Source: an optimization exercise on an open RTL-to-GDS flow (aim: small area, a short achievable clock period and few clock cycles per item). Production flows keep margins and buffers that such runs may drop.
Only simulation tests tie the RTL to the original design; equivalence was not proved.
Power and IR drop assume default switching activity.

== v39 ==
==> flow/design.v <==
package egbr_pkg;
    localparam int BUFFER_WORDS_DEF     = 3;
    localparam int MAX_PREFIX_ZEROS_DEF = 15;
    localparam int QUEUE_DEPTH          = 2;
    localparam int QPTR_W               = $clog2(QUEUE_DEPTH);
    localparam int QCNT_W               = $clog2(QUEUE_DEPTH + 1);
    localparam int MAX_COUNT            = 32;
    localparam logic [2:0] KIND_LOAD = 3'd0;
    localparam logic [2:0] KIND_GET  = 3'd1;
    localparam logic [2:0] KIND_SHOW = 3'd2;
    localparam logic [2:0] KIND_UE   = 3'd3;
    localparam logic [2:0] KIND_SE   = 3'd4;
    localparam logic [1:0] ST_OK    = 2'd0;
    localparam logic [1:0] ST_UNDER = 2'd1;
    localparam logic [1:0] ST_LONG  = 2'd2;
    localparam logic [1:0] ST_FULL  = 2'd3;
    typedef enum logic [2:0] {
        OP_NONE,
        OP_LOAD,
        OP_GET,
        OP_SHOW,
        OP_UE,
        OP_SE
    } t_op;
    typedef struct packed {
        logic [2:0]  kind;
        logic [31:0] stream_word;
        logic [5:0]  bit_count;
    } t_in_word;
    typedef struct packed {
        logic signed [32:0] value;
        logic [1:0]         status;
        logic [6:0]         bits_available;
    } t_out_word;
    typedef struct packed {
        t_op         op;
        logic [31:0] stream_word;
        logic [5:0]  count;
    } t_op_word;
    localparam int OP_WORD_W = 3 + 32 + 6;
    typedef struct packed {
        logic     valid;
        t_op_word entry;
    } t_q_head;
endpackage
module exp_golomb_bit_reader_top
#(
    parameter int BUFFER_WORDS     = egbr_pkg::BUFFER_WORDS_DEF,
    parameter int MAX_PREFIX_ZEROS = egbr_pkg::MAX_PREFIX_ZEROS_DEF
) (
    input  logic      i_clk,
    input  logic      i_rst_n,
    input  logic        i_in_valid,
    input  logic [40:0] i_in_word,     
    output logic        o_in_stall,
    output logic        o_out_valid,
    output logic [41:0] o_out_word,    
    input  logic        i_out_stall
);
    localparam logic [1:0] M_ZERO = 2'd0;
    localparam logic [1:0] M_RAW  = 2'd1;
    localparam logic [1:0] M_UE   = 2'd2;
    localparam logic [1:0] M_SE   = 2'd3;
    logic [31:0] r_w0, r_w1, r_w2;
    logic [2:0]  r_rsel;         
    logic [4:0]  r_ofs;          
    logic [1:0]  r_nw;           
    logic        r_out_valid;
    logic [31:0] r_part;         
    logic [2:0]  r_rsh;          
    logic [1:0]  r_mode;
    logic [1:0]  r_status;
    logic [2:0]  kind;
    logic [31:0] data;
    logic [5:0]  count;
    assign kind  = i_in_word[40:38];
    assign data  = i_in_word[37:6];
    assign count = i_in_word[5] ? 6'd32 : i_in_word[5:0];
    logic is_load, is_get, is_rd, is_ue, is_exp;
    assign is_load = (kind == egbr_pkg::KIND_LOAD);
    assign is_get  = (kind == egbr_pkg::KIND_GET);
    assign is_rd   = (kind == egbr_pkg::KIND_GET) || (kind == egbr_pkg::KIND_SHOW);
    assign is_ue   = (kind == egbr_pkg::KIND_UE);
    assign is_exp  = (kind == egbr_pkg::KIND_UE) || (kind == egbr_pkg::KIND_SE);
    logic stall, take;
    assign stall      = r_out_valid && i_out_stall;
    assign take       = i_in_valid && !stall;
    assign o_in_stall = stall;
    logic [31:0] first, second;
    assign first  = ({32{r_rsel[0]}} & r_w0) | ({32{r_rsel[1]}} & r_w1) | ({32{r_rsel[2]}} & r_w2);
    assign second = ({32{r_rsel[0]}} & r_w1) | ({32{r_rsel[1]}} & r_w2) | ({32{r_rsel[2]}} & r_w0);
    logic [62:0] a0;
    logic [46:0] a1;
    logic [38:0] a2;
    logic [34:0] a3;
    logic [32:0] a4;
    logic [31:0] top32;
    assign a0    = {first, second[31:1]};
    assign a1    = r_ofs[4] ? a0[46:0] : a0[62:16];
    assign a2    = r_ofs[3] ? a1[38:0] : a1[46:8];
    assign a3    = r_ofs[2] ? a2[34:0] : a2[38:4];
    assign a4    = r_ofs[1] ? a3[32:0] : a3[34:2];
    assign top32 = r_ofs[0] ? a4[31:0] : a4[32:1];
    logic [15:0] top16;
    assign top16 = top32[31:16];
    logic [15:0] first_one;
    logic        long_code;
    always_comb begin
        for (int k = 0; k < 16; k++)
            first_one[k] = top16[15-k] && ((top16 & ~(16'hFFFF >> k)) == 16'd0);
    end
    assign long_code = (top16 == 16'd0);
    logic [6:0] exp_pick;
    always_comb begin
        logic [5:0] s;
        exp_pick = '0;
        for (int k = 0; k < 16; k++) begin
            s = {1'b0, r_ofs} + 6'(2*k + 1);
            exp_pick = exp_pick | ({7{first_one[k]}} & {s[5] && (s[4:0] != 5'd0), s[5], s[4:0]});
        end
    end
    logic       exp_over, exp_wrap;
    logic [4:0] exp_ofs;
    assign {exp_over, exp_wrap, exp_ofs} = exp_pick;
    logic [4:0] zeros;
    always_comb begin
        zeros = 5'd16;
        for (int i = 0; i < 16; i++) begin
            if (top16[i]) zeros = 5'(15 - i);
        end
    end
    logic [5:0] sum_rd;
    logic       rd_wrap, rd_over;
    assign sum_rd  = {1'b0, r_ofs} + count;
    assign rd_wrap = sum_rd[5];
    assign rd_over = sum_rd[5] && (sum_rd[4:0] != 5'd0);
    logic held16;
    assign held16 = r_nw[1] || (r_nw[0] && (r_ofs <= 5'd16));
    logic [1:0] status;
    logic [1:0] mode;
    logic       consume;
    logic       wrap;
    logic       load_ok;
    always_comb begin
        status  = egbr_pkg::ST_OK;
        mode    = M_ZERO;
        consume = 1'b0;
        load_ok = 1'b0;
        wrap    = 1'b0;
        if (is_load) begin
            if (r_nw == 2'd3) status = egbr_pkg::ST_FULL;
            else              load_ok = 1'b1;
        end else if (is_rd) begin
            if ((r_nw == 2'd0 && count != 6'd0) || (r_nw == 2'd1 && rd_over)) begin
                status = egbr_pkg::ST_UNDER;
            end else begin
                mode    = (count == 6'd0) ? M_ZERO : M_RAW;
                consume = is_get;
                wrap    = rd_wrap;
            end
        end else if (is_exp) begin
            if (long_code) begin
                status = held16 ? egbr_pkg::ST_LONG : egbr_pkg::ST_UNDER;
            end else if (r_nw == 2'd0 || (r_nw == 2'd1 && exp_over)) begin
                status = egbr_pkg::ST_UNDER;
            end else begin
                mode    = is_ue ? M_UE : M_SE;
                consume = 1'b1;
                wrap    = exp_wrap;
            end
        end
    end
    logic [4:0] ofs_next;
    assign ofs_next = is_exp ? exp_ofs : sum_rd[4:0];
    logic [4:0]  rsh;
    logic [31:0] p1, part;
    assign rsh  = is_exp ? {~zeros[3:0], 1'b1} : 5'(6'd32 - count);
    assign p1   = rsh[4] ? {16'b0, top32[31:16]} : top32;
    assign part = rsh[3] ? {8'b0, p1[31:8]} : p1;
    logic [2:0] wsel;
    always_comb begin
        unique case (r_nw)
            2'd0:    wsel = r_rsel;
            2'd1:    wsel = {r_rsel[1:0], r_rsel[2]};
            default: wsel = {r_rsel[0], r_rsel[2:1]};
        endcase
    end
    always_ff @(posedge i_clk) begin
        if (!i_rst_n) begin
            r_rsel <= 3'b001;
            r_ofs  <= '0;
            r_nw   <= '0;
        end else if (take) begin
            if (consume) r_ofs <= ofs_next;
            if (consume && wrap) r_rsel <= {r_rsel[1:0], r_rsel[2]};
            if (load_ok)               r_nw <= r_nw + 2'd1;
            else if (consume && wrap)  r_nw <= r_nw - 2'd1;
        end
    end
    always_ff @(posedge i_clk) begin
        if (take && load_ok && wsel[0]) r_w0 <= data;
    end
    always_ff @(posedge i_clk) begin
        if (take && load_ok && wsel[1]) r_w1 <= data;
    end
    always_ff @(posedge i_clk) begin
        if (take && load_ok && wsel[2]) r_w2 <= data;
    end
    always_ff @(posedge i_clk) begin
        if (!i_rst_n)    r_out_valid <= 1'b0;
        else if (!stall) r_out_valid <= i_in_valid;
    end
    always_ff @(posedge i_clk) begin
        if (take) begin
            r_part   <= part;
            r_rsh    <= rsh[2:0];
            r_mode   <= mode;
            r_status <= status;
        end
    end
    logic [31:0] q1, q2, code;
    assign q1   = r_rsh[2] ? {4'b0, r_part[31:4]} : r_part;
    assign q2   = r_rsh[1] ? {2'b0, q1[31:2]} : q1;
    assign code = r_rsh[0] ? {1'b0, q2[31:1]} : q2;
    logic [15:0] any_below;      
    always_comb begin
        for (int i = 0; i < 16; i++) any_below[i] = |(code[15:0] & 16'((32'd1 << i) - 32'd1));
    end
    logic [32:0] value;
    always_comb begin
        unique case (r_mode)
            M_ZERO:  value = '0;
            M_RAW:   value = {1'b0, code};
            M_UE:    value = {17'b0, code[15:0] ^ ~any_below};
            default: begin
                for (int i = 0; i < 15; i++)
                    value[i] = code[i+1] ^ (code[0] && ((code[15:0] & 16'((32'd2 << i) - 32'd2)) != '0));
                value[32:15] = {18{code[0] && (code[15:1] != 15'd0)}};
            end
        endcase
    end
    assign o_out_valid = r_out_valid;
    assign o_out_word  = {value, r_status, 7'({r_nw, 5'b0}) - 7'(r_ofs)};
endmodule
Settings: LEC_CHECK=0, ABC_AREA=1, CAP_MARGIN=20, CORE_MARGIN=2, CORE_UTILIZATION=45, PLACE_DENSITY=0.65, SETUP_SLACK_MARGIN=1.2, SLEW_MARGIN=20; clock period 5.0 ns.
run.sh (not shown) runs the stock make flow with config.mk's settings and CLKGATE_MAP_FILE= SYNTH_SCRIPT=/design/flow/synth_recipe.tcl, a recipe that flattens the netlist after the stock synthesis.
v39 was carried through to the last stage, and its layout satisfied the timing, design-rule and antenna checks.
Testbench counts of v39, summed over its fixed seeds: cycles 12,008, items 12,000.
Input-level comparison between v19 and v39:
Settings: a deleted SETUP_SLACK_MARGIN that had been 1.2.
Results
v19 | status: complete | timing, DRC, antenna: pass
Looking at final clock period utilization by the worst path, v19 sits 7.2 points above v39.
Re post-detailed-route count of antenna-violating nets: no difference whatsoever between v19 and v39.
v39 has higher via count than v19.
v19: total leakage power is 5.8% lower than what v39 reported.
The combinational power share reported for v19 is smaller than that of v39 by 1.7 points.
Of v19 and v39, it is v19 that has the lower cell count.
Cell with the largest stage delay on the worst path: edfxtp_1 -> v39, clkdlybuf4s50_1 -> v19
The run with more setup slack is v39; v19 has less.

-- re-timing with driven ports --
How much do the figures lean on ideal ports? The routed layouts below were timed once more, with nothing changed but the port constraints. Step 1 assumes that a clkbuf_16 drives the clock port and a buf_2 every other input. Step 2 also shifts input and output timing later by t, the mid clock arrival at the registers, as if the neighbouring blocks saw the same clock. Three values: ideal ports, drivers, drivers and shift; two values: the first two.
| run | t, ns | slack for setup (ns) | worst hold slack (ns) | slew at the worst register clock pin (ns) | worst data-port slew with drivers (ns) |
|---|---|---|---|---|---|
| v39 | 0.484 | 0.644 / 0.597 / 1.075 | 0.493 / 0.493 / 0.493 | 0.08 / 0.08 | 0.05 |
| v19 | 0.480 | 0.286 / 0.237 / 0.718 | 0.494 / 0.494 / 0.494 | 0.08 / 0.08 | 0.05 |
After both steps every run listed still meets setup and hold.
